What follows belongs to an exercise in optimizing a design on an open flow for small area, a short achievable clock period and few clock cycles per item; a production flow would make more cautious choices. Function was checked by simulation only, so behaviour that the tests miss may differ from the original.

==> fjord: inputs <==
// rv_core
module rv_core #(
    parameter int NUM_REGS = 32
) (
    input  logic             clk,
    input  logic             rst_n,
    input  logic             instr_valid,
    input  rv_pkg::instr_t   instr,
    output logic             busy,
    output logic             wb_valid,
    output logic             illegal,
    output rv_pkg::reg_idx_t wb_rd,
    output rv_pkg::xlen_t    wb_data
);
==> flow/config.mk <==
export PLATFORM = sky130hd
export DESIGN_NAME = rv_core
export DESIGN_NICKNAME = rv_core
export VERILOG_FILES = /design/flow/design.v
export SDC_FILE = /design/flow/constraint.sdc
export NUM_CORES = 4
export LEC_CHECK = 0
export ABC_AREA = 1
export CAP_MARGIN = 20
export CORE_MARGIN = 2
export CORE_UTILIZATION = 30
export SETUP_SLACK_MARGIN = 5
export SLEW_MARGIN = 20
==> flow/constraint.sdc <==
create_clock -name core_clock -period 16.0 [get_ports {clk}]
set_input_delay 3.2000 -clock core_clock [delete_from_list [all_inputs] [get_ports {clk}]]
set_output_delay 3.2000 -clock core_clock [all_outputs]
set_load 0.01 [all_outputs]
standard.sh (not shown) runs the stock make flow with config.mk's settings and CLKGATE_MAP_FILE= SYNTH_SCRIPT=/design/flow/synth_recipe.tcl, a recipe that flattens the netlist after the stock synthesis.
==> flow/flow/run.sh <==
#!/bin/bash
set -euo pipefail
bash standard.sh SETUP_SLACK_MARGIN=9 "BUFFER_PORTS_ARGS=-buffer_cell sky130_fd_sc_hd__buf_4" finish > standard.log 2>&1
==> quartz: changes against fjord <==
--- a/flow/design.v
+++ b/flow/design.v
@@ -73,27 +73,25 @@
     output rv_pkg::reg_idx_t wb_rd,
     output rv_pkg::xlen_t    wb_data
 );
     logic          ex_valid;      
     logic          ex_ill;        
     logic [4:0]    ex_rd;
     rv_pkg::xlen_t op_a;
-    rv_pkg::xlen_t op_b;
-    logic          op_inv;        
+    rv_pkg::xlen_t op_b;          
     logic          op_cin;        
     logic [4:0]    op_sh;         
     logic          s_add, s_sll, s_slt, s_xor, s_sr, s_or, s_and;
     logic          s_mlo, s_mhi;   
     logic          slt_u;         
     logic          sr_arith;      
     logic [1:0]    md_state;
     logic [2:0]    md_f3;
     logic [63:0]   acc;
-    logic [5:0]    md_cnt;        
-    logic [1:0]    m_ix;          
+    logic [5:0]    md_cnt;
     logic          md_first;
     assign busy     = md_state != rv_pkg::MD_IDLE;
     assign wb_valid = ex_valid;
     assign illegal  = ex_ill;
     assign wb_rd    = ex_rd;
     rv_pkg::xlen_t rs1_val, rs2_val;
     logic          rs1_nz, rs2_nz;
@@ -171,30 +169,30 @@
         for (int i = 0; i < 32; i++) begin
             bitrev[i] = x[31 - i];
         end
     endfunction
     logic       i_bsx;
     logic [2:0] i_fit;
     logic [1:0] i_top;
-    assign i_bsx = funct3 == 3'b000 || funct3 == 3'b001;
-    assign i_fit[0] = rs2_val[31:8]  == '0 || (i_bsx && rs2_val[31:8]  == '1);
-    assign i_fit[1] = rs2_val[31:16] == '0 || (i_bsx && rs2_val[31:16] == '1);
-    assign i_fit[2] = rs2_val[31:24] == '0 || (i_bsx && rs2_val[31:24] == '1);
+    assign i_bsx = (funct3 == 3'b000 || funct3 == 3'b001) && rs2_val[31];
+    assign i_fit[0] = rs2_val[31:8]  == {24{i_bsx}};
+    assign i_fit[1] = rs2_val[31:16] == {16{i_bsx}};
+    assign i_fit[2] = rs2_val[31:24] == {8{i_bsx}};
     assign i_top = i_fit[0] ? 2'd0 : i_fit[1] ? 2'd1 : i_fit[2] ? 2'd2 : 2'd3;
     logic          i_inv;
     rv_pkg::xlen_t i_a, i_b;
     assign i_inv = (is_op && funct7 == 7'b0100000 && funct3 == 3'b000) ||
                    ((is_op && funct7 == 7'b0) || is_opimm) && funct3[2:1] == 2'b01;
     assign i_a   = is_lui ? '0 : (i_f3 == 3'b001 ? bitrev(rs1_val) : rs1_val);
-    assign i_b   = i_use_imm ? i_imm : rs2_val;
+    assign i_b   = (i_use_imm ? i_imm : rs2_val) ^ {32{i_inv}};
     logic [32:0]   sum;
     logic          lt;
     rv_pkg::xlen_t shr;
-    assign sum = {1'b0, op_a} + {1'b0, op_b ^ {32{op_inv}}} + {32'b0, op_cin};
-    assign lt  = slt_u ? !sum[32] : ((op_a[31] != op_b[31]) ? op_a[31] : !sum[32]);
+    assign sum = {1'b0, op_a} + {1'b0, op_b} + {32'b0, op_cin};
+    assign lt  = slt_u ? !sum[32] : ((op_a[31] == op_b[31]) ? op_a[31] : !sum[32]);
     assign shr = rv_pkg::xlen_t'($signed({sr_arith & op_a[31], op_a}) >>> op_sh);
     assign alu_y = ({32{s_add}} & sum[31:0])
                  | ({32{s_sll}} & bitrev(shr))
                  | ({32{s_slt}} & {31'b0, lt})
                  | ({32{s_xor}} & (op_a ^ op_b))
                  | ({32{s_sr }} & shr)
                  | ({32{s_or }} & (op_a | op_b))
@@ -204,15 +202,15 @@
     assign wb_data = alu_y;
     logic [32:0] m_a, m_b;
     logic [1:0]  m_idx;
     logic [8:0]  m_chunk;
     logic [63:0] m_acc;
     assign m_a = {md_f3 != 3'b011 && op_a[31], op_a};
     assign m_b = {(md_f3 == 3'b000 || md_f3 == 3'b001) && op_b[31], op_b};
-    assign m_idx = m_ix;
+    assign m_idx = md_cnt[1:0];
     always_comb begin
         case (m_idx)
             2'd0:    m_chunk = {1'b0, m_b[7:0]};
             2'd1:    m_chunk = {1'b0, m_b[15:8]};
             2'd2:    m_chunk = {1'b0, m_b[23:16]};
             default: m_chunk = {1'b0, m_b[31:24]};
         endcase
@@ -310,15 +308,15 @@
     logic fin;
     logic d_early;                
     logic d_neg;                  
     assign d_early = !d_t[7] && d_t[5];
     assign d_neg   = md_f3[1] ? d_an : (d_an ^ d_bn);
     always_comb begin
         case (md_state)
-            rv_pkg::MD_MUL:  fin = m_ix == 2'd0;
+            rv_pkg::MD_MUL:  fin = md_cnt[1:0] == 2'd0;
             rv_pkg::MD_DPRE: fin = d_early;
             rv_pkg::MD_DIV:  fin = md_cnt == 6'd2;
             default:         fin = 1'b0;
         endcase
     end
     always_ff @(posedge clk) begin
         if (!rst_n) begin
@@ -339,20 +337,19 @@
             end
         end
     end
     always_ff @(posedge clk) begin
         if (!busy) begin
             ex_rd    <= instr[11:7];
             md_f3    <= funct3;
-            m_ix     <= i_top;
+            md_cnt   <= {4'b0, i_top};
             md_first <= 1'b1;
             op_a     <= i_a;
             op_b     <= i_b;
             op_sh    <= i_b[4:0];
-            op_inv   <= i_inv;
             op_cin   <= i_inv;
             s_add    <= i_f3 == 3'b000;
             s_sll    <= i_f3 == 3'b001;
             s_slt    <= i_f3 == 3'b010 || i_f3 == 3'b011;
             s_xor    <= i_f3 == 3'b100;
             s_sr     <= i_f3 == 3'b101;
             s_or     <= i_f3 == 3'b110;
@@ -361,15 +358,15 @@
             s_mhi    <= 1'b0;
             slt_u    <= i_f3[0];
             sr_arith <= i_alt;
         end else begin
             case (md_state)
                 rv_pkg::MD_MUL: begin
                     md_first <= 1'b0;
-                    m_ix     <= m_ix - 2'd1;
+                    md_cnt   <= {4'b0, m_idx - 2'd1};
                     acc      <= m_acc;
                     s_add    <= 1'b0;
                     s_sll    <= 1'b0;
                     s_slt    <= 1'b0;
                     s_xor    <= 1'b0;
                     s_sr     <= 1'b0;
                     s_or     <= 1'b0;
@@ -377,30 +374,29 @@
                     s_mlo    <= md_f3 == 3'b000;
                     s_mhi    <= md_f3 != 3'b000;
                 end
                 rv_pkg::MD_DPRE: begin
                     md_cnt <= d_n;
                     acc    <= d_init;
                     op_a   <= '0;
-                    op_b   <= d_early ? (md_f3[1] ? d_amag : '0) : d_bmag;
-                    op_inv <= d_neg;
+                    op_b   <= d_early ? ((md_f3[1] ? d_amag : '0) ^ {32{d_neg}}) : d_bmag;
                     op_cin <= d_neg;
                     s_add  <= 1'b1;
                     s_sll  <= 1'b0;
                     s_slt  <= 1'b0;
                     s_xor  <= 1'b0;
                     s_sr   <= 1'b0;
                     s_or   <= 1'b0;
                     s_and  <= 1'b0;
                 end
                 rv_pkg::MD_DIV: begin
                     md_cnt <= md_cnt - 6'd2;
                     acc    <= {d_r2, d_q2};
                     if (fin) begin
-                        op_b <= md_f3[1] ? d_r2 : d_q2;
+                        op_b <= (md_f3[1] ? d_r2 : d_q2) ^ {32{op_cin}};
                     end
                 end
                 default: ;
             endcase
         end
     end
 endmodule
==> juniper: changes against fjord <==
--- a/flow/design.v
+++ b/flow/design.v
@@ -73,27 +73,25 @@
     output rv_pkg::reg_idx_t wb_rd,
     output rv_pkg::xlen_t    wb_data
 );
     logic          ex_valid;      
     logic          ex_ill;        
     logic [4:0]    ex_rd;
     rv_pkg::xlen_t op_a;
-    rv_pkg::xlen_t op_b;
-    logic          op_inv;        
+    rv_pkg::xlen_t op_b;          
     logic          op_cin;        
     logic [4:0]    op_sh;         
     logic          s_add, s_sll, s_slt, s_xor, s_sr, s_or, s_and;
     logic          s_mlo, s_mhi;   
     logic          slt_u;         
     logic          sr_arith;      
     logic [1:0]    md_state;
     logic [2:0]    md_f3;
     logic [63:0]   acc;
-    logic [5:0]    md_cnt;        
-    logic [1:0]    m_ix;          
+    logic [5:0]    md_cnt;
     logic          md_first;
     assign busy     = md_state != rv_pkg::MD_IDLE;
     assign wb_valid = ex_valid;
     assign illegal  = ex_ill;
     assign wb_rd    = ex_rd;
     rv_pkg::xlen_t rs1_val, rs2_val;
     logic          rs1_nz, rs2_nz;
@@ -171,30 +169,30 @@
         for (int i = 0; i < 32; i++) begin
             bitrev[i] = x[31 - i];
         end
     endfunction
     logic       i_bsx;
     logic [2:0] i_fit;
     logic [1:0] i_top;
-    assign i_bsx = funct3 == 3'b000 || funct3 == 3'b001;
-    assign i_fit[0] = rs2_val[31:8]  == '0 || (i_bsx && rs2_val[31:8]  == '1);
-    assign i_fit[1] = rs2_val[31:16] == '0 || (i_bsx && rs2_val[31:16] == '1);
-    assign i_fit[2] = rs2_val[31:24] == '0 || (i_bsx && rs2_val[31:24] == '1);
+    assign i_bsx = (funct3 == 3'b000 || funct3 == 3'b001) && rs2_val[31];
+    assign i_fit[0] = rs2_val[31:8]  == {24{i_bsx}};
+    assign i_fit[1] = rs2_val[31:16] == {16{i_bsx}};
+    assign i_fit[2] = rs2_val[31:24] == {8{i_bsx}};
     assign i_top = i_fit[0] ? 2'd0 : i_fit[1] ? 2'd1 : i_fit[2] ? 2'd2 : 2'd3;
     logic          i_inv;
     rv_pkg::xlen_t i_a, i_b;
     assign i_inv = (is_op && funct7 == 7'b0100000 && funct3 == 3'b000) ||
                    ((is_op && funct7 == 7'b0) || is_opimm) && funct3[2:1] == 2'b01;
     assign i_a   = is_lui ? '0 : (i_f3 == 3'b001 ? bitrev(rs1_val) : rs1_val);
-    assign i_b   = i_use_imm ? i_imm : rs2_val;
+    assign i_b   = (i_use_imm ? i_imm : rs2_val) ^ {32{i_inv}};
     logic [32:0]   sum;
     logic          lt;
     rv_pkg::xlen_t shr;
-    assign sum = {1'b0, op_a} + {1'b0, op_b ^ {32{op_inv}}} + {32'b0, op_cin};
-    assign lt  = slt_u ? !sum[32] : ((op_a[31] != op_b[31]) ? op_a[31] : !sum[32]);
+    assign sum = {1'b0, op_a} + {1'b0, op_b} + {32'b0, op_cin};
+    assign lt  = slt_u ? !sum[32] : ((op_a[31] == op_b[31]) ? op_a[31] : !sum[32]);
     assign shr = rv_pkg::xlen_t'($signed({sr_arith & op_a[31], op_a}) >>> op_sh);
     assign alu_y = ({32{s_add}} & sum[31:0])
                  | ({32{s_sll}} & bitrev(shr))
                  | ({32{s_slt}} & {31'b0, lt})
                  | ({32{s_xor}} & (op_a ^ op_b))
                  | ({32{s_sr }} & shr)
                  | ({32{s_or }} & (op_a | op_b))
@@ -204,121 +202,74 @@
     assign wb_data = alu_y;
     logic [32:0] m_a, m_b;
     logic [1:0]  m_idx;
     logic [8:0]  m_chunk;
     logic [63:0] m_acc;
     assign m_a = {md_f3 != 3'b011 && op_a[31], op_a};
     assign m_b = {(md_f3 == 3'b000 || md_f3 == 3'b001) && op_b[31], op_b};
-    assign m_idx = m_ix;
+    assign m_idx = md_cnt[1:0];
     always_comb begin
         case (m_idx)
             2'd0:    m_chunk = {1'b0, m_b[7:0]};
             2'd1:    m_chunk = {1'b0, m_b[15:8]};
             2'd2:    m_chunk = {1'b0, m_b[23:16]};
             default: m_chunk = {1'b0, m_b[31:24]};
         endcase
         if (md_first) m_chunk[8] = m_b[32];
     end
-    localparam logic [63:0] M_K = -(64'h1 << 34) - (64'h1 << 36) - (64'h1 << 38)
-                                  - (64'h1 << 40) - (64'h1 << 42);
-    logic [10:0] m_cb;
-    logic [34:0] m_pp [5];
-    logic [4:0]  m_neg;
-    always_comb begin
-        m_cb = {m_chunk[8], m_chunk, 1'b0};
-        for (int k = 0; k < 5; k++) begin
-            logic b2, b1, b0, one, two;
-            logic [34:0] x;
-            b2 = m_cb[2*k+2];
-            b1 = m_cb[2*k+1];
-            b0 = m_cb[2*k];
-            one = b1 ^ b0;
-            two = (b2 & !b1 & !b0) | (!b2 & b1 & b0);
-            m_neg[k] = b2 & !(b1 & b0);
-            x = two ? {m_a[32], m_a, 1'b0} : (one ? {m_a[32], m_a[32], m_a} : 35'b0);
-            x = x ^ {35{m_neg[k]}};
-            m_pp[k] = {!x[34], x[33:0]};
-        end
-    end
-    assign m_acc = (md_first ? 64'b0 : {acc[55:0], 8'b0})
-                 + 64'(m_pp[0])
-                 + (64'(m_pp[1]) << 2)
-                 + (64'(m_pp[2]) << 4)
-                 + (64'(m_pp[3]) << 6)
-                 + (64'(m_pp[4]) << 8)
-                 + 64'({m_neg[4], 1'b0, m_neg[3], 1'b0, m_neg[2], 1'b0, m_neg[1], 1'b0, m_neg[0]})
-                 + M_K;
+    assign m_acc  = $signed(md_first ? 64'b0 : {acc[55:0], 8'b0}) + $signed(m_a) * $signed(m_chunk);
     logic          d_sgn, d_an, d_bn;
     rv_pkg::xlen_t d_amag, d_bmag;
-    logic [4:0]    d_sh;
+    logic [5:0]    d_la, d_lb;
     logic signed [7:0] d_steps;
     logic [5:0]    d_n;           
     logic [63:0]   d_init;
-    function automatic logic [5:0] topbit(input rv_pkg::xlen_t x);
-        logic [15:0] v1;
-        logic [15:0] p1;
-        logic [7:0]  v2;
-        logic [15:0] p2;
-        logic [3:0]  v3;
-        logic [11:0] p3;
-        logic [1:0]  v4;
-        logic [7:0]  p4;
-        logic        v5;
-        logic [4:0]  p5;
-        for (int i = 0; i < 16; i++) begin
-            v1[i] = x[2*i+1] | x[2*i];
-            p1[i] = x[2*i+1];
-        end
-        for (int i = 0; i < 8; i++) begin
-            v2[i]         = v1[2*i+1] | v1[2*i];
-            p2[2*i+:2]    = v1[2*i+1] ? {1'b1, p1[2*i+1]} : {1'b0, p1[2*i]};
-        end
-        for (int i = 0; i < 4; i++) begin
-            v3[i]         = v2[2*i+1] | v2[2*i];
-            p3[3*i+:3]    = v2[2*i+1] ? {1'b1, p2[4*i+2+:2]} : {1'b0, p2[4*i+:2]};
-        end
-        for (int i = 0; i < 2; i++) begin
-            v4[i]         = v3[2*i+1] | v3[2*i];
-            p4[4*i+:4]    = v3[2*i+1] ? {1'b1, p3[6*i+3+:3]} : {1'b0, p3[6*i+:3]};
-        end
-        v5 = v4[1] | v4[0];
-        p5 = v4[1] ? {1'b1, p4[7:4]} : {1'b0, p4[3:0]};
-        topbit = {v5, p5};
+    function automatic logic [5:0] bitlen(input rv_pkg::xlen_t x);
+        logic [15:0] h16;
+        logic [7:0]  h8;
+        logic [3:0]  h4;
+        logic [1:0]  h2;
+        logic [4:0]  lz;
+        lz[4] = x[31:16] == '0;
+        h16   = lz[4] ? x[15:0] : x[31:16];
+        lz[3] = h16[15:8] == '0;
+        h8    = lz[3] ? h16[7:0] : h16[15:8];
+        lz[2] = h8[7:4] == '0;
+        h4    = lz[2] ? h8[3:0] : h8[7:4];
+        lz[1] = h4[3:2] == '0;
+        h2    = lz[1] ? h4[1:0] : h4[3:2];
+        lz[0] = !h2[1];
+        bitlen = (x == '0) ? 6'd0 : 6'd32 - {1'b0, lz};
     endfunction
     assign d_sgn   = !md_f3[0];
     assign d_an    = d_sgn && op_a[31];
     assign d_bn    = d_sgn && op_b[31];
     assign d_amag  = d_an ? -op_a : op_a;
     assign d_bmag  = d_bn ? -op_b : op_b;
-    logic [5:0]        d_ta, d_tb;
-    logic signed [7:0] d_t;
-    assign d_ta    = topbit(op_a ^ {32{d_an}});
-    assign d_tb    = topbit(op_b ^ {32{d_bn}});
-    assign d_t     = 8'sd31 - (d_ta[5] ? 8'(d_ta[4:0]) : -8'sd1)
-                            + (d_tb[5] ? 8'(d_tb[4:0]) : -8'sd1) - 8'(d_an);
-    assign d_steps = 8'sd32 - d_t;
-    assign d_sh    = d_t[7] ? 5'd0 : {d_t[4:1], 1'b0};
-    assign d_n     = 6'd32 - 6'(d_sh);
-    assign d_init  = {32'b0, d_amag} << d_sh;
+    assign d_la    = bitlen(d_amag);
+    assign d_lb    = bitlen(d_bmag);
+    assign d_steps = 8'(d_la) - 8'(d_lb) + 8'sd1;
+    assign d_n     = 6'(d_steps + 8'sd1) & 6'b111110;
+    assign d_init  = {32'b0, d_amag} << (6'd32 - d_n);
     logic [32:0] d_t1, d_t2;
     logic [31:0] d_r1, d_r2;
     logic [31:0] d_q2;
     assign d_t1 = {acc[63:32], acc[31]} - {1'b0, op_b};
     assign d_r1 = d_t1[32] ? {acc[62:32], acc[31]} : d_t1[31:0];
     assign d_t2 = {d_r1, acc[30]} - {1'b0, op_b};
     assign d_r2 = d_t2[32] ? {d_r1[30:0], acc[30]} : d_t2[31:0];
     assign d_q2 = {acc[29:0], !d_t1[32], !d_t2[32]};
     logic fin;
     logic d_early;                
     logic d_neg;                  
-    assign d_early = !d_t[7] && d_t[5];
+    assign d_early = d_steps <= 8'sd0;
     assign d_neg   = md_f3[1] ? d_an : (d_an ^ d_bn);
     always_comb begin
         case (md_state)
-            rv_pkg::MD_MUL:  fin = m_ix == 2'd0;
+            rv_pkg::MD_MUL:  fin = md_cnt[1:0] == 2'd0;
             rv_pkg::MD_DPRE: fin = d_early;
             rv_pkg::MD_DIV:  fin = md_cnt == 6'd2;
             default:         fin = 1'b0;
         endcase
     end
     always_ff @(posedge clk) begin
         if (!rst_n) begin
@@ -339,20 +290,19 @@
             end
         end
     end
     always_ff @(posedge clk) begin
         if (!busy) begin
             ex_rd    <= instr[11:7];
             md_f3    <= funct3;
-            m_ix     <= i_top;
+            md_cnt   <= {4'b0, i_top};
             md_first <= 1'b1;
             op_a     <= i_a;
             op_b     <= i_b;
             op_sh    <= i_b[4:0];
-            op_inv   <= i_inv;
             op_cin   <= i_inv;
             s_add    <= i_f3 == 3'b000;
             s_sll    <= i_f3 == 3'b001;
             s_slt    <= i_f3 == 3'b010 || i_f3 == 3'b011;
             s_xor    <= i_f3 == 3'b100;
             s_sr     <= i_f3 == 3'b101;
             s_or     <= i_f3 == 3'b110;
@@ -361,15 +311,15 @@
             s_mhi    <= 1'b0;
             slt_u    <= i_f3[0];
             sr_arith <= i_alt;
         end else begin
             case (md_state)
                 rv_pkg::MD_MUL: begin
                     md_first <= 1'b0;
-                    m_ix     <= m_ix - 2'd1;
+                    md_cnt   <= {4'b0, m_idx - 2'd1};
                     acc      <= m_acc;
                     s_add    <= 1'b0;
                     s_sll    <= 1'b0;
                     s_slt    <= 1'b0;
                     s_xor    <= 1'b0;
                     s_sr     <= 1'b0;
                     s_or     <= 1'b0;
@@ -377,30 +327,29 @@
                     s_mlo    <= md_f3 == 3'b000;
                     s_mhi    <= md_f3 != 3'b000;
                 end
                 rv_pkg::MD_DPRE: begin
                     md_cnt <= d_n;
                     acc    <= d_init;
                     op_a   <= '0;
-                    op_b   <= d_early ? (md_f3[1] ? d_amag : '0) : d_bmag;
-                    op_inv <= d_neg;
+                    op_b   <= d_early ? ((md_f3[1] ? d_amag : '0) ^ {32{d_neg}}) : d_bmag;
                     op_cin <= d_neg;
                     s_add  <= 1'b1;
                     s_sll  <= 1'b0;
                     s_slt  <= 1'b0;
                     s_xor  <= 1'b0;
                     s_sr   <= 1'b0;
                     s_or   <= 1'b0;
                     s_and  <= 1'b0;
                 end
                 rv_pkg::MD_DIV: begin
                     md_cnt <= md_cnt - 6'd2;
                     acc    <= {d_r2, d_q2};
                     if (fin) begin
-                        op_b <= md_f3[1] ? d_r2 : d_q2;
+                        op_b <= (md_f3[1] ? d_r2 : d_q2) ^ {32{op_cin}};
                     end
                 end
                 default: ;
             endcase
         end
     end
 endmodule
==> flow/run.sh (new file) <==
#!/bin/bash
# synth_recipe.tcl (not shown) runs the flow's synth.tcl, then flattens the netlist and writes it again
# the make line also repeats each setting of config.mk as NAME=value (left out here)
make -C /OpenROAD-flow-scripts/flow DESIGN_CONFIG=/design/flow/config.mk WORK_HOME=/design/flow/orfs CLKGATE_MAP_FILE= SYNTH_SCRIPT=/design/flow/synth_recipe.tcl finish
ABC_AREA = default   (was 1)
CORE_UTILIZATION = 40   (was 30)
removed: flow/flow/run.sh
removed: flow/standard.sh
==> summary.txt <==
- Area after synthesis: quartz > fjord > juniper.
- The highest via count belongs to quartz, the lowest to juniper.
- Against fjord, the register-to-register slack of quartz is higher by 0.06 ns.
- The highest sequential share of layout area belongs to juniper, the lowest to quartz.
- Routed wire length, highest first: quartz, fjord, juniper.
- Cell area, lowest first: juniper, fjord, quartz.
Testbench counts of fjord, summed over its fixed seeds: cycles 34,893, instrs 24,000.
Testbench counts of quartz, summed over its fixed seeds: cycles 34,893, instrs 24,000.
Testbench counts of juniper, summed over its fixed seeds: cycles 34,853, instrs 24,000.

what the ideal ports hide:
In the flow no input, the clock included, has a driving cell. The finished layouts below were timed again as built, in two steps. Step 1 sets driving cells, clkbuf_16 on the clock port and buf_2 on the other inputs (assumed; they add their load-dependent delay and slew). Step 2 also shifts input and output timing later by t, the mid clock arrival at the registers, as if the neighbouring blocks saw the same clock. Slacks: ideal ports / drivers / drivers and shift; pairs: ideal ports / drivers.
run	shift t [ns]	setup slack, ns	slew at the worst register clock pin (ns)
fjord	0.926	8.746 / 8.761 / 7.895	0.07 / 0.07
quartz	0.882	8.697 / 8.767 / 7.885	0.08 / 0.08
juniper	0.918	5.553 / 5.553 / 5.553	0.07 / 0.07
After both steps every run listed still meets setup and hold. The setup slack of fjord, which loses most, moves by +0.015 ns with the drivers and by -0.851 ns with both steps.
